Background: an optimization exercise with open tools, aiming at small area, a short achievable clock period and few clock cycles. Do not read the settings as production practice. The RTL was checked by simulation tests, not by an equivalence proof against the original design. Power figures rest on the tool's default switching activity, not on a simulated workload.

`design.v`:
```
`default_nettype none
package dcache_pkg;
    localparam int WORD_W      = 32;
    localparam int SETS        = 8;
    localparam int WAYS        = 2;
    localparam int BLOCK_WORDS = 2;
    localparam int IDX_W       = 3;
    localparam int TAG_W       = 26;
    localparam int FLUSH_STEPS = 32;
    typedef logic [WORD_W-1:0] word_t;
    typedef struct packed {
        logic [TAG_W-1:0] tag;
        logic [IDX_W-1:0] idx;
        logic             blkoff;
        logic [1:0]       bytoff;
    } dcache_addr_t;
    typedef union packed {
        word_t        raw;
        dcache_addr_t f;
    } dcache_addr_u;
    typedef enum logic [2:0] {
        IDLE,
        WB0,
        WB1,
        FILL0,
        FILL1,
        FLUSH,
        FLUSHED
    } dcache_state_t;
endpackage
`default_nettype wire
`timescale 1ns/1ps
`default_nettype none
import dcache_pkg::*;
module dcache (
    input  logic  CLK,
    input  logic  nRST,
    input  logic  dmem_ren,
    input  logic  dmem_wen,
    input  logic [WORD_W-1:0] dmem_addr,
    input  logic [WORD_W-1:0] dmem_store,
    input  logic  halt,
    output logic [WORD_W-1:0] dmem_load,
    output logic  dhit,
    output logic  flushed,
    output logic  mem_ren,
    output logic  mem_wen,
    output logic [WORD_W-1:0] mem_addr,
    output logic [WORD_W-1:0] mem_store,
    input  logic [WORD_W-1:0] mem_load,
    input  logic  mem_wait
);
    localparam int LINES = SETS * WAYS;
    logic st_idle, st_hit, st_wb1, st_wb2, st_f1, st_f2;
    logic st_fsel, st_fwb, st_done;
    logic fsecond;      
    logic fwd;          
    logic ren_q;        
    logic wen_q;        
    logic [LINES-1:0]  valid;
    logic [LINES-1:0]  dirty;
    logic [SETS-1:0]   lru;      
    logic [TAG_W-1:0]  tags [LINES];
    logic [WORD_W-1:0] data [LINES][BLOCK_WORDS];
    logic              hway;     
    logic              vway;     
    logic [SETS-1:0]   rsel_q;   
    logic              blk_q;    
    logic              wr_q;     
    logic [WORD_W-1:0] ldw;      
    logic [WORD_W-1:0] stw;      
    logic [3:0]        fline;    
    logic [WORD_W-1:0] maddr;    
    logic             req;
    logic [TAG_W-1:0] rtag;
    logic [IDX_W-1:0] ridx;
    logic             rblk;
    assign req  = dmem_ren | dmem_wen;
    assign rtag = dmem_addr[31:6];
    assign ridx = dmem_addr[5:3];
    assign rblk = dmem_addr[2];
    logic [LINES-1:0] eq;
    always_comb begin
        for (int l = 0; l < LINES; l++) begin
            eq[l] = valid[l] && (tags[l] == rtag);
        end
    end
    logic [1:0] way_hit;
    logic       hit;
    assign way_hit[0] = eq[{ridx, 1'b0}];
    assign way_hit[1] = eq[{ridx, 1'b1}];
    assign hit        = |way_hit;
    logic [SETS-1:0] vdset;
    always_comb begin
        for (int s = 0; s < SETS; s++) begin
            vdset[s] = lru[s] ? dirty[2 * s + 1] : dirty[2 * s];
        end
    end
    logic victim;
    logic vdirty;
    assign victim = lru[ridx];
    assign vdirty = vdset[ridx];
    logic [LINES-1:0] fdirty;
    logic [3:0]       pe_next;
    logic [3:0]       pe_line;
    logic             any_dirty;
    always_comb begin
        fdirty = dirty;
        if (st_fwb) fdirty[fline] = 1'b0;
        pe_next = '0;
        for (int l = LINES - 1; l >= 0; l--) begin
            if (fdirty[l]) pe_next = 4'(l);
        end
    end
    always_ff @(posedge CLK) begin
        pe_line   <= pe_next;
        any_dirty <= |fdirty;
    end
    logic fnext;
    assign fnext = st_fsel || (st_fwb && fsecond);
    logic [IDX_W-1:0] sidx;
    logic             sway;
    logic             rsel;
    assign sidx = fnext ? pe_line[3:1] : (st_fwb ? fline[3:1] : ridx);
    assign sway = fnext ? pe_line[0] : (st_fwb ? fline[0] : (st_idle ? victim : vway));
    assign rsel = fnext ? 1'b0 : (st_fwb ? 1'b1 : (st_idle ? rblk : ~blk_q));
    logic [WORD_W-1:0] d0, d1;
    logic [TAG_W-1:0]  t0, t1, wtag;
    assign d0   = data[{sidx, 1'b0}][rsel];
    assign d1   = data[{sidx, 1'b1}][rsel];
    assign t0   = tags[{sidx, 1'b0}];
    assign t1   = tags[{sidx, 1'b1}];
    assign wtag = sway ? t1 : t0;
    logic xfer_done;
    assign xfer_done = !mem_wait && (st_wb1 || st_wb2 || st_f1 || st_f2 || st_fwb);
    logic load_st;
    assign load_st = st_idle || st_fsel || (!mem_wait && (st_wb1 || st_fwb));
    always_ff @(posedge CLK) begin
        if (st_idle) begin
            ldw <= ({WORD_W{way_hit[0]}} & d0) |
                   ({WORD_W{way_hit[1]}} & d1);
        end
        if (load_st) begin
            stw <= sway ? d1 : d0;
        end
    end
    always_ff @(posedge CLK) begin
        if (st_idle) begin
            if (vdirty) maddr <= {wtag, ridx, rblk, 2'b00};
            else        maddr <= {rtag, ridx, ~rblk, 2'b00};
        end else if (st_fsel || (st_fwb && fsecond && !mem_wait)) begin
            maddr <= {wtag, pe_line[3:1], 1'b0, 2'b00};
        end else if (xfer_done) begin
            if (st_wb2) maddr <= {rtag, ridx, ~blk_q, 2'b00};
            else        maddr[2] <= ~maddr[2];
        end
    end
    assign dhit      = st_hit || (fwd && !mem_wait);
    assign dmem_load = ldw | ({WORD_W{fwd}} & mem_load);
    assign flushed   = st_done;
    assign mem_wen   = wen_q;
    assign mem_ren   = ren_q;
    assign mem_store = stw;
    assign mem_addr  = maddr;
    logic              fill;
    logic              fword;
    logic [WORD_W-1:0] din [BLOCK_WORDS];
    assign fill   = st_f1 || st_f2;
    assign fword  = blk_q ^ st_f1;
    assign din[0] = (wr_q && !blk_q) ? dmem_store : mem_load;
    assign din[1] = (wr_q &&  blk_q) ? dmem_store : mem_load;
    always_ff @(posedge CLK) begin
        for (int l = 0; l < LINES; l++) begin
            for (int b = 0; b < BLOCK_WORDS; b++) begin
                if ((st_hit && wr_q && rsel_q[l / 2] && hway == l[0] && blk_q == b[0]) ||
                    (fill && !mem_wait && rsel_q[l / 2] && vway == l[0] && fword == b[0])) begin
                    data[l][b] <= din[b];
                end
            end
            if (st_f2 && !mem_wait && rsel_q[l / 2] && vway == l[0]) begin
                tags[l] <= rtag;
            end
        end
    end
    always_ff @(posedge CLK) begin
        if (st_idle) begin
            hway <= way_hit[1];
            vway <= victim;
            for (int s = 0; s < SETS; s++) begin
                rsel_q[s] <= (ridx == s);
            end
            blk_q <= rblk;
            wr_q  <= dmem_wen;
        end
        if (fnext && (st_fsel || !mem_wait)) begin
            fline <= pe_line;
        end
        fwd <= st_f2 ? mem_wait : (st_f1 && !mem_wait);
    end
    always_ff @(posedge CLK, negedge nRST) begin
        if (!nRST) begin
            st_idle <= 1'b1;
            st_hit  <= 1'b0;
            st_wb1  <= 1'b0;
            st_wb2  <= 1'b0;
            st_f1   <= 1'b0;
            st_f2   <= 1'b0;
            st_fsel <= 1'b0;
            st_fwb  <= 1'b0;
            st_done <= 1'b0;
            fsecond <= 1'b0;
            ren_q   <= 1'b0;
            wen_q   <= 1'b0;
            valid   <= '0;
            dirty   <= '0;
            lru     <= '0;
        end else begin
            if (st_idle) begin
                ren_q   <= req && !hit && !vdirty;
                wen_q   <= req && !hit && vdirty;
                st_idle <= !req && !halt;
                st_hit  <= req && hit;
                st_wb1  <= req && !hit && vdirty;
                st_f1   <= req && !hit && !vdirty;
                st_fsel <= !req && halt;
            end
            if (st_hit) begin
                lru[ridx] <= ~hway;
                if (wr_q) dirty[{ridx, hway}] <= 1'b1;
                st_hit  <= 1'b0;
                st_idle <= 1'b1;
            end
            if (!mem_wait) begin
                if (st_wb1) begin
                    st_wb1 <= 1'b0;
                    st_wb2 <= 1'b1;
                end
                if (st_wb2) begin
                    st_wb2 <= 1'b0;
                    st_f1  <= 1'b1;
                    wen_q  <= 1'b0;
                    ren_q  <= 1'b1;
                end
                if (st_f1) begin
                    st_f1 <= 1'b0;
                    st_f2 <= 1'b1;
                end
                if (st_f2) begin
                    st_f2               <= 1'b0;
                    ren_q               <= 1'b0;
                    st_idle             <= 1'b1;
                    valid[{ridx, vway}] <= 1'b1;
                    dirty[{ridx, vway}] <= wr_q;
                    lru[ridx]           <= ~vway;
                end
                if (st_fwb) begin
                    fsecond <= !fsecond;
                    if (fsecond) begin
                        dirty[fline] <= 1'b0;
                        if (!any_dirty) begin
                            wen_q   <= 1'b0;
                            st_fwb  <= 1'b0;
                            st_done <= 1'b1;
                        end
                    end
                end
            end
            if (st_fsel) begin
                fsecond <= 1'b0;
                st_fsel <= 1'b0;
                if (any_dirty) begin
                    st_fwb <= 1'b1;
                    wen_q  <= 1'b1;
                end else begin
                    st_done <= 1'b1;
                end
            end
        end
    end
endmodule
`default_nettype wire
```
`run.sh`:
```
#!/bin/bash
# synth_recipe.tcl (not shown) runs the flow's synth.tcl, then flattens the netlist and writes it again
# the make line also repeats each setting of config.mk as NAME=value (left out here)
make -C /OpenROAD-flow-scripts/flow DESIGN_CONFIG=/design/flow/config.mk WORK_HOME=/design/flow/orfs CLKGATE_MAP_FILE= SYNTH_SCRIPT=/design/flow/synth_recipe.tcl finish
```
`config.mk`:
```
export PLATFORM = sky130hd
export DESIGN_NAME = dcache
export DESIGN_NICKNAME = dcache
export VERILOG_FILES = /design/flow/design.v
export SDC_FILE = /design/flow/constraint.sdc
export NUM_CORES = 4
export LEC_CHECK = 0
export CAP_MARGIN = 20
export CORE_MARGIN = 2
export CORE_UTILIZATION = 40
export SETUP_SLACK_MARGIN = 4.4
export SLEW_MARGIN = 20
```
`constraint.sdc`:
```
create_clock -name core_clock -period 8.0 [get_ports {CLK}]
set_input_delay 1.6000 -clock core_clock [delete_from_list [all_inputs] [get_ports {CLK}]]
set_output_delay 1.6000 -clock core_clock [all_outputs]
set_load 0.01 [all_outputs]
```
==> results of run 1 <==
## placed cells by master, fill, tap and decap left out, drive strengths merged, types with 12 or more instances in the layout
cell type / count
edfxtp: 1549
buf: 384
nand2: 376
a22oi: 326
clkbuf: 246
xor2: 236
xnor2: 189
nand4: 164
nand3: 143
nor2: 114
a22o: 100
clkdlybuf4s50: 100
mux2: 100
a21oi: 87
nor3: 71
o21ai: 69
nor4: 69
clkinv: 62
a222oi: 52
dfrtp: 51
a21o: 49
and3: 48
a221oi: 46
inv: 30
a31oi: 29
and2: 29
mux2i: 27
o22a: 24
ha: 20
nor2b: 19
o32ai: 17
a311oi: 17
and4: 16
o22ai: 14
bufinv: 12
## worst max-delay path: stages
cell and delay (ps):
sky130_fd_sc_hd__buf_8 80, sky130_fd_sc_hd__buf_12 90, sky130_fd_sc_hd__clkinvlp_4 90, sky130_fd_sc_hd__a21o_4 240, sky130_fd_sc_hd__buf_6 130
## cells by family after synthesis
logic type / after synthesis
other cells: 1
fa+ha+maj: 20
flops: 1608
xor+xnor: 425
compound gates: 941
simple gates: 1071
mux: 131
buf+inv: 319
## state kept, by name, indices dropped and copies added, names as in the netlist, 4 cells and up
register	cells
valid	16
rsel_q	8
fline	4
data	1024
ldw	32
stw	32
pe_line	4
maddr	30
tags	416
lru	8
dirty	16
## final cells by class
type                            instances  area (um2)
Clock inverter                         83         815
Multi-Input combinational cell       2598       19400
Clock buffer                          229        4530
Antenna cell                            3        7.51
Sequential cell                      1608       48000
Tap cell                             2204        2760
Fill cell                           14233       86500
Inverter                               25         109
Timing Repair Buffer                  508        5340
## worst max-delay path by stage
stage / cells past startpoint / endpoint
floorplan: 4 / stw[0]
global placement: 10 / stw[21]
detailed placement: 10 / stw[21]
CTS: 5 / dhit
global route: 5 / dhit
finish: 5 / dhit
## metrics by stage
step | setup slack (ps) | utilization | instances
finish | 4170 | 0.484 | 7258
global route | 4150 | 0.484 | 7255
CTS | 4170 | 0.477 | 7198
detailed placement | 1990 | 0.434 | 6788
global placement | 2000 | 0.434 | 6787
floorplan | 3970 | - | 4517
## power groups by stage
stage               clock network [mW]  registers [mW]  logic [mW]
CTS                               7.78            10.8        10.6
global route                      8.10            10.8        11.8
detailed placement                   0            10.9        9.65
global placement                     0            10.9        9.57
finish                            7.74            10.8        11.5
floorplan                            0            10.8        5.63
## metal layers
layer	global-route usage	up-vias	part of all wire
li1	-	18731	-
met5	0	-	0.000047
met4	0.116	2	0.046
met1	0.397	24007	0.38
met2	0.431	3568	0.45
met3	0.0618	559	0.13
## timing repair
| action | 4_1_cts | 5_1_grt |
|---|---|---|
| endpoints found under the hold margin | 0 | 0 |
| gates resized for setup | 514 | 133 |
| pin swaps | 36 | 41 |
| endpoints found under the setup margin | 886 | 633 |
| gates cloned | 14 | 10 |
| buffers inserted | 84 | 47 |
==> flow_summary.html, run 1 <==
<table>
<tr><th>Metric</th><th>Value</th></tr>
<tr><th colspan="2">Routing</th></tr>
<tr><td>Violation count after the first detailed-route iteration</td><td>7915</td></tr>
<tr><td>Detailed Routing Iterations Pass 1</td><td>6</td></tr>
<tr><td>Number of nets with antenna violations after detailed routing</td><td>0</td></tr>
<tr><td>Per-cell via count in the routed design</td><td>6.46</td></tr>
<tr><td>Detailed Route WL</td><td>255000 um</td></tr>
<tr><td>Wire length per cell after detailed routing</td><td>35.1 um</td></tr>
<tr><td>Vias</td><td>46867</td></tr>
<tr><td>DRC errors left</td><td>0</td></tr>
<tr><th colspan="2">Power</th></tr>
<tr><td>Worst supply voltage drop on vdd</td><td>0.000265 V</td></tr>
<tr><td>Static Leakage</td><td>26.9 nW</td></tr>
<tr><td>Clock power frac</td><td>0.258</td></tr>
<tr><td>Internal Dissipation</td><td>18.7 mW</td></tr>
<tr><td>Switching power</td><td>11.3 mW</td></tr>
<tr><td>Cell Pwr Density</td><td>371 mW/mm2</td></tr>
<tr><td>Sequential power share</td><td>0.359</td></tr>
<tr><td>Combinational share of power</td><td>0.383</td></tr>
<tr><td>Net switching fraction of the power</td><td>0.377</td></tr>
<tr><td>Total power draw</td><td>30.0 mW</td></tr>
<tr><th colspan="2">CTS</th></tr>
<tr><td>Num CTS Buffers</td><td>169</td></tr>
<tr><td>Deepest level of the CTS H-tree</td><td>4</td></tr>
<tr><td>Source-to-sink clock delay at the later pin of the worst-skew pair</td><td>830 ps</td></tr>
<tr><td>Worst-path clk slew</td><td>50 ps</td></tr>
<tr><td>Clock tree root driver cell</td><td>sky130_fd_sc_hd__clkbuf_16</td></tr>
<tr><td>Clock sink count</td><td>1608</td></tr>
<tr><td>Clock buffer depth</td><td>3</td></tr>
<tr><td>Clock tree from TritonCTS</td><td>built</td></tr>
<tr><td>CTS hold repair buffers</td><td>0</td></tr>
<tr><th colspan="2">Logic synthesis</th></tr>
<tr><td>Mux contribution to synthesized area</td><td>0.0220</td></tr>
<tr><td>Sequential area share after synthesis</td><td>0.711</td></tr>
<tr><td>Dominant register cell in the synthesized netlist</td><td>sky130_fd_sc_hd__edfxtp_1</td></tr>
<tr><td>Post-synthesis adder-cell area fraction</td><td>0.00371</td></tr>
<tr><td>Mapped Area</td><td>0.0675 mm2</td></tr>
<tr><td>Async S/R FF share, synth</td><td>0.0323</td></tr>
<tr><td>Main area contributors after synthesis</td><td>sky130_fd_sc_hd__edfxtp_1 (69%), sky130_fd_sc_hd__a22oi_1 (3.6%), sky130_fd_sc_hd__xor2_1 (3.1%), sky130_fd_sc_hd__xnor2_1 (2.5%), sky130_fd_sc_hd__nand2_1 (2.0%)</td></tr>
<tr><td>Area share of and/or/nand/nor cells after synthesis</td><td>0.0806</td></tr>
<tr><td>Share of the synthesized area in the top cell type</td><td>0.689</td></tr>
<tr><td>YS warnings</td><td>4</td></tr>
<tr><td>Number of flops mapped to enable cells by yosys</td><td>1549</td></tr>
<tr><td>Most instantiated cells after synthesis</td><td>sky130_fd_sc_hd__edfxtp_1 (1549), sky130_fd_sc_hd__nand2_1 (366), sky130_fd_sc_hd__a22oi_1 (326), sky130_fd_sc_hd__xor2_1 (236), sky130_fd_sc_hd__xnor2_1 (189)</td></tr>
<tr><td>Post-synthesis compound-gate area fraction</td><td>0.107</td></tr>
<tr><td>Instance count of the mapped netlist</td><td>4516</td></tr>
<tr><td>Most instantiated library cell after synthesis</td><td>sky130_fd_sc_hd__edfxtp_1</td></tr>
<tr><td>Synthesized area per cell</td><td>14.9 um2</td></tr>
<tr><td>Register bit total from synthesis</td><td>1608</td></tr>
<tr><td>Combinational family with the most area after synthesis</td><td>compound AO/OA/AOI/OAI gates</td></tr>
<tr><td>Count of cell types in the netlist</td><td>87</td></tr>
<tr><td>Cell accounting for the most synthesized area</td><td>sky130_fd_sc_hd__edfxtp_1</td></tr>
<tr><td>XOR/XNOR share of the synthesized area</td><td>0.0552</td></tr>
<tr><th colspan="2">Die</th></tr>
<tr><td>Floorplan core area</td><td>0.167 mm2</td></tr>
<tr><td>DIE AREA</td><td>0.172 mm2</td></tr>
<tr><td>I/O pin count</td><td>202</td></tr>
<tr><td>Standard-cell rows</td><td>150</td></tr>
<tr><td>Height of the chip</td><td>415 um</td></tr>
<tr><td>Initial Util</td><td>0.403</td></tr>
<tr><td>Horizontal extent of the die</td><td>415 um</td></tr>
<tr><th colspan="2">Placement</th></tr>
<tr><td>Routability congestion estimate from global placement</td><td>0.905</td></tr>
<tr><td>Placed Area</td><td>0.0727 mm2</td></tr>
<tr><td>Detailed placement HPWL</td><td>140000 um</td></tr>
<tr><td>Buffers added on ports</td><td>197</td></tr>
<tr><th colspan="2">Global routing</th></tr>
<tr><td>Number of global-route vias before repair</td><td>43824</td></tr>
<tr><td>Initial antenna violation count</td><td>8</td></tr>
<tr><td>First-pass GRT wire length</td><td>347000 um</td></tr>
<tr><td>Maximum number of pins on one net before global-route repair</td><td>66</td></tr>
<tr><td>Overflow left after global routing</td><td>0</td></tr>
<tr><td>Global router's overall resource usage</td><td>0.284</td></tr>
<tr><th colspan="2">STA</th></tr>
<tr><td>Final hold slack</td><td>452 ps</td></tr>
<tr><td>Part of the cycle the worst path needs</td><td>0.478</td></tr>
<tr><td>Minimum clock period</td><td>3830 ps</td></tr>
<tr><td>RSZ-0062 raised after global routing</td><td>true</td></tr>
<tr><td>Final number of max-transition violations</td><td>0</td></tr>
<tr><td>Headroom to the max-slew limit</td><td>0.347</td></tr>
<tr><td>Fin Clk Skew</td><td>46.3 ps</td></tr>
<tr><td>TNS Setup</td><td>0 ps</td></tr>
<tr><td>Transition time at the pin with the least slew margin</td><td>980 ps</td></tr>
<tr><td>Achievable Freq</td><td>261 MHz</td></tr>
<tr><td>Setup-failing EPs final</td><td>0</td></tr>
<tr><td>Count of endpoints failing hold in the final timing report</td><td>0</td></tr>
<tr><th colspan="2">Finish</th></tr>
<tr><td>Final Cell Area</td><td>0.0810 mm2</td></tr>
<tr><td>Final layout net count</td><td>5032</td></tr>
<tr><td>Layout cells sized above 1</td><td>0.187</td></tr>
<tr><td>Layout-stage area growth over the synthesis result</td><td>20.0%</td></tr>
<tr><th colspan="2">Worst setup path</th></tr>
<tr><td>WS Path Type</td><td>primary input to output pin</td></tr>
<tr><td>Required @ worst endpoint</td><td>6400 ps</td></tr>
<tr><td>Critical path fanouts, max</td><td>2</td></tr>
<tr><td>Number of cells traversed by the worst register-to-register path</td><td>11</td></tr>
<tr><td>Reg-to-reg startpoint</td><td>st_fwb</td></tr>
<tr><td>Launching element type of the critical path</td><td>primary input</td></tr>
<tr><td>Reg2Reg Capture Point</td><td>maddr[21]</td></tr>
<tr><td>Type of destination of the critical path</td><td>output pin</td></tr>
<tr><td>Timing startpoint of the critical path</td><td>mem_wait</td></tr>
<tr><td>Slack of the worst reg-to-reg path</td><td>4350 ps</td></tr>
<tr><td>WP data arrival</td><td>2230 ps</td></tr>
<tr><th colspan="2">Flow run</th></tr>
<tr><td>Max_cap viols</td><td>0</td></tr>
<tr><th colspan="2">Hold path</th></tr>
<tr><td>Worst hold path endpoint</td><td>valid[1]</td></tr>
<tr><td>Beginning of the worst hold path</td><td>valid[1]</td></tr>
<tr><td>Min-Delay Path Depth</td><td>1</td></tr>
<tr><td>Worst hold path class</td><td>flip-flop to flip-flop</td></tr>
<tr><th colspan="2">Status</th></tr>
<tr><td>Run status</td><td>finished clean</td></tr>
</table>
Testbench counts, summed over its fixed seeds: cycles 60,673.
==> inputs of run 2 (changes only) <==
--- a/config.mk
+++ b/config.mk
@@ -9,3 +9,3 @@
 export CORE_MARGIN = 2
-export CORE_UTILIZATION = 40
+export CORE_UTILIZATION = 60
 export SETUP_SLACK_MARGIN = 4.4
==> flow_summary.html, run 2 <==
<table>
<tr><th>Metric</th><th>Value</th></tr>
<tr><th colspan="2">Placement</th></tr>
<tr><td>Placed Area</td><td>0.0718 mm2 (-1.3%)</td></tr>
<tr><td>Worst-case setup slack after placement</td><td>1740 ps (-247 ps)</td></tr>
<tr><td>Buffers added on ports</td><td>197 (unchanged)</td></tr>
<tr><td>Routability congestion estimate from global placement</td><td>0.968 (+6.9%)</td></tr>
<tr><td>Detailed placement HPWL</td><td>135000 um (-3.4%)</td></tr>
<tr><td>Dpl cells</td><td>6079 (-10%)</td></tr>
<tr><th colspan="2">Logic synthesis</th></tr>
<tr><td>Cell accounting for the most synthesized area</td><td>sky130_fd_sc_hd__edfxtp_1</td></tr>
<tr><td>Share of the synthesized area in the top cell type</td><td>0.689 (unchanged)</td></tr>
<tr><td>Combinational family with the most area after synthesis</td><td>compound AO/OA/AOI/OAI gates</td></tr>
<tr><td>Async S/R FF share, synth</td><td>0.0323 (unchanged)</td></tr>
<tr><td>Instance count of the mapped netlist</td><td>4516 (unchanged)</td></tr>
<tr><td>Register bit total from synthesis</td><td>1608 (unchanged)</td></tr>
<tr><td>Mux contribution to synthesized area</td><td>0.0220 (unchanged)</td></tr>
<tr><td>XOR/XNOR share of the synthesized area</td><td>0.0552 (unchanged)</td></tr>
<tr><td>Most instantiated cells after synthesis</td><td>sky130_fd_sc_hd__edfxtp_1 (1549), sky130_fd_sc_hd__nand2_1 (366), sky130_fd_sc_hd__a22oi_1 (326), sky130_fd_sc_hd__xor2_1 (236), sky130_fd_sc_hd__xnor2_1 (189)</td></tr>
<tr><td>Count of cell types in the netlist</td><td>87 (unchanged)</td></tr>
<tr><td>Mapped Area</td><td>0.0675 mm2 (unchanged)</td></tr>
<tr><td>Main area contributors after synthesis</td><td>sky130_fd_sc_hd__edfxtp_1 (69%), sky130_fd_sc_hd__a22oi_1 (3.6%), sky130_fd_sc_hd__xor2_1 (3.1%), sky130_fd_sc_hd__xnor2_1 (2.5%), sky130_fd_sc_hd__nand2_1 (2.0%)</td></tr>
<tr><td>Most instantiated library cell after synthesis</td><td>sky130_fd_sc_hd__edfxtp_1</td></tr>
<tr><td>Sequential area share after synthesis</td><td>0.711 (unchanged)</td></tr>
<tr><td>Post-synthesis compound-gate area fraction</td><td>0.107 (unchanged)</td></tr>
<tr><td>Number of flops mapped to enable cells by yosys</td><td>1549 (unchanged)</td></tr>
<tr><td>YS warnings</td><td>4 (unchanged)</td></tr>
<tr><td>Dominant register cell in the synthesized netlist</td><td>sky130_fd_sc_hd__edfxtp_1</td></tr>
<tr><td>Area share of and/or/nand/nor cells after synthesis</td><td>0.0806 (unchanged)</td></tr>
<tr><td>Synthesized area per cell</td><td>14.9 um2 (unchanged)</td></tr>
<tr><td>Post-synthesis adder-cell area fraction</td><td>0.00371 (unchanged)</td></tr>
<tr><th colspan="2">Routing</th></tr>
<tr><td>Detailed Route WL</td><td>248000 um (-2.9%)</td></tr>
<tr><td>Wire length per cell after detailed routing</td><td>37.9 um (+7.8%)</td></tr>
<tr><td>DRC errors left</td><td>0 (unchanged)</td></tr>
<tr><td>Detailed Routing Iterations Pass 1</td><td>7 (+1)</td></tr>
<tr><td>Number of nets with antenna violations after detailed routing</td><td>0 (unchanged)</td></tr>
<tr><td>Vias</td><td>47065 (+0.42%)</td></tr>
<tr><td>Violation count after the first detailed-route iteration</td><td>8129 (+2.7%)</td></tr>
<tr><td>Per-cell via count in the routed design</td><td>7.20 (+11%)</td></tr>
<tr><th colspan="2">Worst setup path</th></tr>
<tr><td>WP data arrival</td><td>4270 ps (+2040 ps)</td></tr>
<tr><td>Critical path fanouts, max</td><td>50 (+48)</td></tr>
<tr><td>Required @ worst endpoint</td><td>8510 ps (+2110 ps)</td></tr>
<tr><td>Number of cells traversed by the worst register-to-register path</td><td>10 (-1)</td></tr>
<tr><td>Reg2Reg Capture Point</td><td>stw[6]</td></tr>
<tr><td>Type of destination of the critical path</td><td>flip-flop</td></tr>
<tr><td>WS Path Type</td><td>primary input to flip-flop</td></tr>
<tr><td>Reg-to-reg startpoint</td><td>st_fsel</td></tr>
<tr><td>Launching element type of the critical path</td><td>primary input</td></tr>
<tr><td>Slack of the worst reg-to-reg path</td><td>4350 ps (about the same)</td></tr>
<tr><th colspan="2">CTS</th></tr>
<tr><td>Clock buffer depth</td><td>3 (unchanged)</td></tr>
<tr><td>Source-to-sink clock delay at the later pin of the worst-skew pair</td><td>790 ps (-40 ps)</td></tr>
<tr><td>Num CTS Buffers</td><td>163 (-3.6%)</td></tr>
<tr><td>Clock tree from TritonCTS</td><td>built</td></tr>
<tr><td>Clock sink count</td><td>1608 (unchanged)</td></tr>
<tr><td>Worst-path clk slew</td><td>60 ps (about the same)</td></tr>
<tr><td>Deepest level of the CTS H-tree</td><td>4 (unchanged)</td></tr>
<tr><td>Clock tree root driver cell</td><td>sky130_fd_sc_hd__clkbuf_16</td></tr>
<tr><td>CTS hold repair buffers</td><td>0 (unchanged)</td></tr>
<tr><th colspan="2">Finish</th></tr>
<tr><td>Register bank with the most flops</td><td>data</td></tr>
<tr><td>Final cell utilization of the core</td><td>0.718 (+0.235)</td></tr>
<tr><td>Number of standard cells in the final layout excluding fillers</td><td>6538 (-9.9%)</td></tr>
<tr><td>Layout cells sized above 1</td><td>0.192 (+0.00413)</td></tr>
<tr><td>Final Cell Area</td><td>0.0805 mm2 (-0.59%)</td></tr>
<tr><td>Top library cells by usage in the layout, fill and taps aside</td><td>sky130_fd_sc_hd__edfxtp_1 (1549), sky130_fd_sc_hd__nand2_1 (362), sky130_fd_sc_hd__a22oi_1 (310)</td></tr>
<tr><td>Final layout net count</td><td>5033 (+0.020%)</td></tr>
<tr><td>Layout-stage area growth over the synthesis result</td><td>19.3%</td></tr>
<tr><td>Flip-flop count of the largest register, all copies and words added</td><td>1024 (unchanged)</td></tr>
<tr><td>Most common cell after layout, fill and taps aside</td><td>sky130_fd_sc_hd__edfxtp_1</td></tr>
<tr><td>Registers with the most flip-flops</td><td>data x1024, tags x416</td></tr>
<tr><th colspan="2">Die</th></tr>
<tr><td>DIE AREA</td><td>0.115 mm2 (-33%)</td></tr>
<tr><td>Standard-cell rows</td><td>123 (-18%)</td></tr>
<tr><td>Floorplan core area</td><td>0.112 mm2 (-33%)</td></tr>
<tr><td>Height of the chip</td><td>339 um (-18%)</td></tr>
<tr><td>I/O pin count</td><td>202 (unchanged)</td></tr>
<tr><td>Horizontal extent of the die</td><td>339 um (-18%)</td></tr>
<tr><td>Initial Util</td><td>0.602 (+0.199)</td></tr>
<tr><th colspan="2">STA</th></tr>
<tr><td>TNS Setup</td><td>0 ps (unchanged)</td></tr>
<tr><td>Final hold slack</td><td>463 ps (+11.1 ps)</td></tr>
<tr><td>Final number of max-transition violations</td><td>0 (unchanged)</td></tr>
<tr><td>Transition time at the pin with the least slew margin</td><td>990 ps (+9.86 ps)</td></tr>
<tr><td>Achievable Freq</td><td>265 MHz (+1.6%)</td></tr>
<tr><td>Worst setup margin</td><td>4230 ps (+60.2 ps)</td></tr>
<tr><td>Headroom to the max-slew limit</td><td>0.340 (-0.00658)</td></tr>
<tr><td>Minimum clock period</td><td>3770 ps (-60.2 ps)</td></tr>
<tr><td>Part of the cycle the worst path needs</td><td>0.471 (-0.00753)</td></tr>
<tr><td>Setup-failing EPs final</td><td>0 (unchanged)</td></tr>
<tr><td>Count of endpoints failing hold in the final timing report</td><td>0 (unchanged)</td></tr>
<tr><td>RSZ-0062 raised after global routing</td><td>true</td></tr>
<tr><td>Fin Clk Skew</td><td>21.2 ps (-25.1 ps)</td></tr>
<tr><th colspan="2">Global routing</th></tr>
<tr><td>Overflow left after global routing</td><td>0 (unchanged)</td></tr>
<tr><td>Maximum number of pins on one net before global-route repair</td><td>59 (-11%)</td></tr>
<tr><td>Global router's overall resource usage</td><td>0.421 (+0.137)</td></tr>
<tr><td>First-pass GRT wire length</td><td>338000 um (-2.5%)</td></tr>
<tr><td>Initial antenna violation count</td><td>9 (+1)</td></tr>
<tr><td>Number of global-route vias before repair</td><td>43775 (-0.11%)</td></tr>
<tr><th colspan="2">Power</th></tr>
<tr><td>Static Leakage</td><td>27.1 nW (+0.83%)</td></tr>
<tr><td>Worst supply voltage drop on vdd</td><td>0.000269 V (+1.4%)</td></tr>
<tr><td>Cell Pwr Density</td><td>376 mW/mm2 (+1.4%)</td></tr>
<tr><td>Total power draw</td><td>30.3 mW (+0.79%)</td></tr>
<tr><th colspan="2">Hold path</th></tr>
<tr><td>Beginning of the worst hold path</td><td>valid[3]</td></tr>
<tr><td>Worst hold path endpoint</td><td>valid[3]</td></tr>
<tr><td>Min-Delay Path Depth</td><td>1 (unchanged)</td></tr>
<tr><td>Worst hold path class</td><td>flip-flop to flip-flop</td></tr>
<tr><th colspan="2">Flow run</th></tr>
<tr><td>Max_cap viols</td><td>0 (unchanged)</td></tr>
<tr><th colspan="2">Status</th></tr>
<tr><td>Run status</td><td>finished clean</td></tr>
</table>
[run 2: cell type report]
cell class | count | area (um2)
Sequential cell | 1608 | 48000
Fill cell | 7433 | 31600
Multi-Input combinational cell | 2593 | 19500
Timing Repair Buffer | 520 | 5840
Clock buffer | 207 | 4340
Tap cell | 1500 | 1880
Clock inverter | 83 | 855
Inverter | 25 | 109
Antenna cell | 2 | 5.00
[run 2: report_power, final]
group	switching [mW]	leakage (nW)	internal [mW]
registers	0.407	14.7	10.3
clock network	3.22	2.53	4.34
logic	7.64	9.85	4.35
total	11.3	27.1	19.0
[run 2: kinds of logic (layout without fill, tap and decap cells)]
kind of cell               after synthesis  in the layout
AOI/OAI and AO/OA                      941            942
xor gates and xnor gates               425            425
adders and majority gates               20             20
buffers and inverters                  319            835
DFF                                   1608           1608
muxes                                  131            131
other                                    1              4
and+or+nand+nor                       1071           1073
[run 2: worst max-delay path by stage]
stage / from / endpoint / slack (ps) / cells after the start
3_5_place_dp: dmem_addr[4] / stw[24] / 1740 / 10
6_report: dmem_addr[3] / stw[6] / 4230 / 11
3_3_place_gp: dmem_addr[4] / stw[24] / 1730 / 10
5_1_grt: mem_wait / dhit / 4250 / 5
4_1_cts: mem_wait / dhit / 4220 / 5
2_1_floorplan: mem_wait / stw[0] / 3970 / 4
[run 2: what timing repair did]
action                                  in CTS  in global routing
buffers inserted                            74                 65
gates cloned                                22                  6
resized for setup                          540                165
pin swaps                                   41                 52
endpoints found under the setup margin    1116                593
[run 2: metal layers]
layer / up-vias / global-route usage / share of wire
li1: 18697 / - / -
met1: 23756 / 0.606 / 0.37
met2: 4001 / 0.604 / 0.43
met3: 605 / 0.138 / 0.16
met4: 6 / 0.158 / 0.041
met5: - / 0 / 0.00018
[run 2: worst max-delay path: stages]
cell and delay (ps):
sky130_fd_sc_hd__buf_6 110, sky130_fd_sc_hd__or3_4 410, sky130_fd_sc_hd__o2111a_4 250, sky130_fd_sc_hd__buf_12 170, sky130_fd_sc_hd__nand2_8 90, sky130_fd_sc_hd__nor3_4 50
sky130_fd_sc_hd__buf_12 180, sky130_fd_sc_hd__a22oi_2 350, sky130_fd_sc_hd__nand4_1 130, sky130_fd_sc_hd__o32a_1 350, sky130_fd_sc_hd__mux2_2 360
==> inputs of run 3 (changes only) <==
--- a/config.mk
+++ b/config.mk
@@ -10,3 +10,4 @@
 export CORE_UTILIZATION = 60
-export SETUP_SLACK_MARGIN = 4.4
+export PLACE_DENSITY = 0.7
+export SETUP_SLACK_MARGIN = 4.5
 export SLEW_MARGIN = 20
==> flow_summary.html, run 3 <==
<table>
<tr><th>Metric</th><th>Value</th></tr>
<tr><th colspan="2">Power</th></tr>
<tr><td>Total power draw</td><td>31.8 mW (+5.2%)</td></tr>
<tr><td>Worst supply voltage drop on vdd</td><td>0.000440 V (+64%)</td></tr>
<tr><td>Cell Pwr Density</td><td>383 mW/mm2 (+2.0%)</td></tr>
<tr><td>Static Leakage</td><td>28.1 nW (+3.8%)</td></tr>
<tr><th colspan="2">Logic synthesis</th></tr>
<tr><td>Dominant register cell in the synthesized netlist</td><td>sky130_fd_sc_hd__edfxtp_1</td></tr>
<tr><td>Most instantiated cells after synthesis</td><td>sky130_fd_sc_hd__edfxtp_1 (1549), sky130_fd_sc_hd__nand2_1 (366), sky130_fd_sc_hd__a22oi_1 (326), sky130_fd_sc_hd__xor2_1 (236), sky130_fd_sc_hd__xnor2_1 (189)</td></tr>
<tr><td>Synthesized area per cell</td><td>14.9 um2 (unchanged)</td></tr>
<tr><td>Cell accounting for the most synthesized area</td><td>sky130_fd_sc_hd__edfxtp_1</td></tr>
<tr><td>YS warnings</td><td>4 (unchanged)</td></tr>
<tr><td>Sequential area share after synthesis</td><td>0.711 (unchanged)</td></tr>
<tr><td>Number of flops mapped to enable cells by yosys</td><td>1549 (unchanged)</td></tr>
<tr><td>Most instantiated library cell after synthesis</td><td>sky130_fd_sc_hd__edfxtp_1</td></tr>
<tr><td>Mapped Area</td><td>0.0675 mm2 (unchanged)</td></tr>
<tr><td>Async S/R FF share, synth</td><td>0.0323 (unchanged)</td></tr>
<tr><td>Register bit total from synthesis</td><td>1608 (unchanged)</td></tr>
<tr><td>Instance count of the mapped netlist</td><td>4516 (unchanged)</td></tr>
<tr><td>Main area contributors after synthesis</td><td>sky130_fd_sc_hd__edfxtp_1 (69%), sky130_fd_sc_hd__a22oi_1 (3.6%), sky130_fd_sc_hd__xor2_1 (3.1%), sky130_fd_sc_hd__xnor2_1 (2.5%), sky130_fd_sc_hd__nand2_1 (2.0%)</td></tr>
<tr><td>Share of the synthesized area in the top cell type</td><td>0.689 (unchanged)</td></tr>
<tr><td>Count of cell types in the netlist</td><td>87 (unchanged)</td></tr>
<tr><th colspan="2">STA</th></tr>
<tr><td>Fin Clk Skew</td><td>44.1 ps (+22.9 ps)</td></tr>
<tr><td>Minimum clock period</td><td>3720 ps (-47.6 ps)</td></tr>
<tr><td>RSZ-0062 raised after global routing</td><td>true</td></tr>
<tr><td>Count of endpoints failing hold in the final timing report</td><td>0 (unchanged)</td></tr>
<tr><td>Achievable Freq</td><td>269 MHz (+1.3%)</td></tr>
<tr><td>Part of the cycle the worst path needs</td><td>0.465 (-0.00596)</td></tr>
<tr><td>Final number of max-transition violations</td><td>0 (unchanged)</td></tr>
<tr><td>Headroom to the max-slew limit</td><td>0.332 (-0.00849)</td></tr>
<tr><td>Setup-failing EPs final</td><td>0 (unchanged)</td></tr>
<tr><td>Transition time at the pin with the least slew margin</td><td>1000 ps (+12.7 ps)</td></tr>
<tr><td>TNS Setup</td><td>0 ps (unchanged)</td></tr>
<tr><th colspan="2">Placement</th></tr>
<tr><td>Placed Area</td><td>0.0718 mm2 (about the same)</td></tr>
<tr><td>Buffers added on ports</td><td>197 (unchanged)</td></tr>
<tr><td>Routability congestion estimate from global placement</td><td>0.980 (+1.3%)</td></tr>
<tr><td>Detailed placement HPWL</td><td>133000 um (-1.9%)</td></tr>
<tr><th colspan="2">Routing</th></tr>
<tr><td>Per-cell via count in the routed design</td><td>7.43 (+3.2%)</td></tr>
<tr><td>Detailed Routing Iterations Pass 1</td><td>7 (unchanged)</td></tr>
<tr><td>Number of nets with antenna violations after detailed routing</td><td>0 (unchanged)</td></tr>
<tr><td>Vias</td><td>49578 (+5.3%)</td></tr>
<tr><td>Wire length per cell after detailed routing</td><td>39.4 um (+4.1%)</td></tr>
<tr><td>DRC errors left</td><td>0 (unchanged)</td></tr>
<tr><td>Violation count after the first detailed-route iteration</td><td>9822 (+21%)</td></tr>
<tr><td>Detailed Route WL</td><td>263000 um (+6.2%)</td></tr>
<tr><th colspan="2">Die</th></tr>
<tr><td>Floorplan core area</td><td>0.112 mm2 (unchanged)</td></tr>
<tr><td>Initial Util</td><td>0.602 (unchanged)</td></tr>
<tr><td>I/O pin count</td><td>202 (unchanged)</td></tr>
<tr><td>Height of the chip</td><td>339 um (unchanged)</td></tr>
<tr><td>DIE AREA</td><td>0.115 mm2 (unchanged)</td></tr>
<tr><td>Horizontal extent of the die</td><td>339 um (unchanged)</td></tr>
<tr><td>Standard-cell rows</td><td>123 (unchanged)</td></tr>
<tr><th colspan="2">Finish</th></tr>
<tr><td>Filler Cells Inserted</td><td>6880 (-7.4%)</td></tr>
<tr><td>Layout-stage area growth over the synthesis result</td><td>23.1%</td></tr>
<tr><td>Final Cell Area</td><td>0.0831 mm2 (+3.2%)</td></tr>
<tr><td>Layout cells sized above 1</td><td>0.233 (+0.0410)</td></tr>
<tr><td>Top library cells by usage in the layout, fill and taps aside</td><td>sky130_fd_sc_hd__edfxtp_1 (1549), sky130_fd_sc_hd__nand2_1 (351), sky130_fd_sc_hd__a22oi_1 (284)</td></tr>
<tr><td>Flip-flop count of the largest register, all copies and words added</td><td>1024 (unchanged)</td></tr>
<tr><td>Most common cell after layout, fill and taps aside</td><td>sky130_fd_sc_hd__edfxtp_1</td></tr>
<tr><td>Register bank with the most flops</td><td>data</td></tr>
<tr><td>Registers with the most flip-flops</td><td>data x1024, tags x416</td></tr>
<tr><td>Final layout net count</td><td>5157 (+2.5%)</td></tr>
<tr><th colspan="2">Worst setup path</th></tr>
<tr><td>Critical path fanouts, max</td><td>2 (-96%)</td></tr>
<tr><td>Family of cells with the greatest summed delay on the critical path</td><td>buffers and inverters</td></tr>
<tr><td>WS Path Type</td><td>primary input to output pin</td></tr>
<tr><td>Cell-by-cell listing of the critical path</td><td>buf_8, buf_12, clkinvlp_4, a21o_1, buf_2</td></tr>
<tr><td>Largest stage delay on the critical path</td><td>150 ps (-260 ps)</td></tr>
<tr><td>Type of destination of the critical path</td><td>output pin</td></tr>
<tr><td>WP data arrival</td><td>2120 ps (-2150 ps)</td></tr>
<tr><td>Count of buffering cells on the critical path with inverters included</td><td>4 (+1)</td></tr>
<tr><td>Required @ worst endpoint</td><td>6400 ps (-2110 ps)</td></tr>
<tr><td>Critical path's slowest cell</td><td>sky130_fd_sc_hd__a21o_1</td></tr>
<tr><td>Number of gates on the worst path with buffers counted</td><td>5 (-6)</td></tr>
<tr><td>Number of cells traversed by the worst register-to-register path</td><td>11 (+1)</td></tr>
<tr><td>Launching element type of the critical path</td><td>primary input</td></tr>
<tr><th colspan="2">CTS</th></tr>
<tr><td>Deepest level of the CTS H-tree</td><td>4 (unchanged)</td></tr>
<tr><td>Clock buffer depth</td><td>3 (unchanged)</td></tr>
<tr><td>Source-to-sink clock delay at the later pin of the worst-skew pair</td><td>820 ps (+30 ps)</td></tr>
<tr><td>Num CTS Buffers</td><td>162 (-0.61%)</td></tr>
<tr><td>Worst-path clk slew</td><td>50 ps (about the same)</td></tr>
<tr><td>Clock tree root driver cell</td><td>sky130_fd_sc_hd__clkbuf_16</td></tr>
<tr><td>Clock sink count</td><td>1608 (unchanged)</td></tr>
<tr><td>Clock tree from TritonCTS</td><td>built</td></tr>
<tr><td>CTS hold repair buffers</td><td>0 (unchanged)</td></tr>
<tr><th colspan="2">Hold path</th></tr>
<tr><td>Worst hold path class</td><td>flip-flop to flip-flop</td></tr>
<tr><td>Min-Delay Path Depth</td><td>1 (unchanged)</td></tr>
<tr><th colspan="2">Global routing</th></tr>
<tr><td>First-pass GRT wire length</td><td>350000 um (+3.4%)</td></tr>
<tr><td>Global router's overall resource usage</td><td>0.437 (+0.0159)</td></tr>
<tr><td>Number of global-route vias before repair</td><td>45356 (+3.6%)</td></tr>
<tr><td>Maximum number of pins on one net before global-route repair</td><td>54 (-8.5%)</td></tr>
<tr><td>Initial antenna violation count</td><td>16 (+7)</td></tr>
<tr><td>Overflow left after global routing</td><td>0 (unchanged)</td></tr>
<tr><th colspan="2">Flow run</th></tr>
<tr><td>Max_cap viols</td><td>0 (unchanged)</td></tr>
<tr><th colspan="2">Status</th></tr>
<tr><td>Run status</td><td>finished clean</td></tr>
</table>
## run 3: changes by cell type in the layout (fill, tap and decap cells not counted), moves of 11 or more
| cell | previous run | this run |
|---|---|---|
| sky130_fd_sc_hd__nand2_1 | 362 | 351 |
| sky130_fd_sc_hd__buf_8 | 14 | 30 |
| sky130_fd_sc_hd__buf_6 | 84 | 102 |
| sky130_fd_sc_hd__a22oi_1 | 310 | 284 |
| sky130_fd_sc_hd__nand3_1 | 139 | 128 |
| sky130_fd_sc_hd__buf_16 | 16 | 27 |
| sky130_fd_sc_hd__a22oi_2 | 16 | 42 |
| sky130_fd_sc_hd__buf_12 | 49 | 84 |
| sky130_fd_sc_hd__and3_1 | 48 | 37 |
| sky130_fd_sc_hd__buf_4 | 192 | 235 |
## run 3: cell families after synthesis
kind of cell	Yosys count	synth area share
other cells	1	0.0000556
simple gates	1071	0.0806
buf+inv	319	0.0212
mux	131	0.0220
flops	1608	0.711
compound gates	941	0.107
xor+xnor	425	0.0552
fa+ha+maj	20	0.00371
## run 3: through the flow
step                       util  hold slack [ps]  cells  setup WS [ps]
after global routing      0.741              476   6664           4260
after floorplan               -              420   4517           3970
after CTS                 0.722              462   6556           4300
after detailed placement  0.641              447   6057           2150
after global placement    0.641              436   6056           2150
final                     0.741              461   6672           4280
## run 3: power by group
group	switching [mW]	internal [mW]	leakage, nW
Clock	3.32	4.16	2.51
Combinational	8.45	5.16	10.9
Sequential	0.442	10.3	14.7
Total	12.2	19.6	28.1
## run 3: final timing paths
| path | from | endpoint | slack (ps) |
|---|---|---|---|
| min in group asynchronous | nRST | dirty[7] | 940 |
| max | mem_wait | dhit | 4280 |
| max reg2reg | pe_line[1] | maddr[21] | 4380 |
| min | valid[9] | valid[9] | 460 |
| max in group asynchronous | nRST | fsecond | 6510 |
| min reg2reg | valid[9] | valid[9] | 460 |
## run 3: timing repair
| item | 4_1_cts | 5_1_grt |
|---|---|---|
| resized for setup | 654 | 229 |
| pin swaps | 69 | 156 |
| setup buffers | 170 | 93 |
| setup endpoints to repair | 1455 | 795 |
| cloned | 36 | 15 |
## run 3: final cells by class
cell class              count  area [um2]  area share
clock inverters            90         863      0.0104
repair buffers            641        7700      0.0927
flip-flops and latches   1608       48000       0.578
diodes                      8        20.0    0.000241
multi-input cells        2597       20200       0.244
well taps                1500        1880      0.0226
clock buffers             203        4270      0.0514
inverters                  25         114     0.00137
## run 3: metal layers
layer,global-route usage,part of all wire,wire length (um),up-vias
met1,0.599,0.33,86300,24335
met2,0.614,0.42,111000,5169
met4,0.219,0.064,16800,20
li1,-,-,-,18960
met3,0.169,0.18,48500,1094
met5,0,0.00075,198,-

afterwards: timing with drivers on the ports:
How much do the figures lean on ideal ports? The routed layouts below were timed once more, with nothing changed but the port constraints. Step 1: set_driving_cell puts a clkbuf_16 on CLK and a buf_2 on each other input, an assumption about the parent block. Step 2 moves the port delays by t, midway between the first and last clock arrival at a register: inputs arrive t later, outputs are due t later. That takes back most of the time a late clock gives input paths. Slacks: ideal ports / drivers / drivers and shift; pairs: ideal ports / drivers.
run	t (ns)	setup WS [ns]	hold WS [ns]
run 1	0.900	4.173 / 4.104 / 3.461	0.452 / 0.452 / 0.452
run 2	0.859	4.233 / 4.176 / 3.402	0.463 / 0.463 / 0.463
run 3	0.876	4.280 / 4.227 / 3.479	0.461 / 0.461 / 0.461
After both steps every run listed still meets setup and hold. For run 2, which loses most, drivers alone change the setup slack by -0.057 ns; drivers and shift together by -0.831 ns.
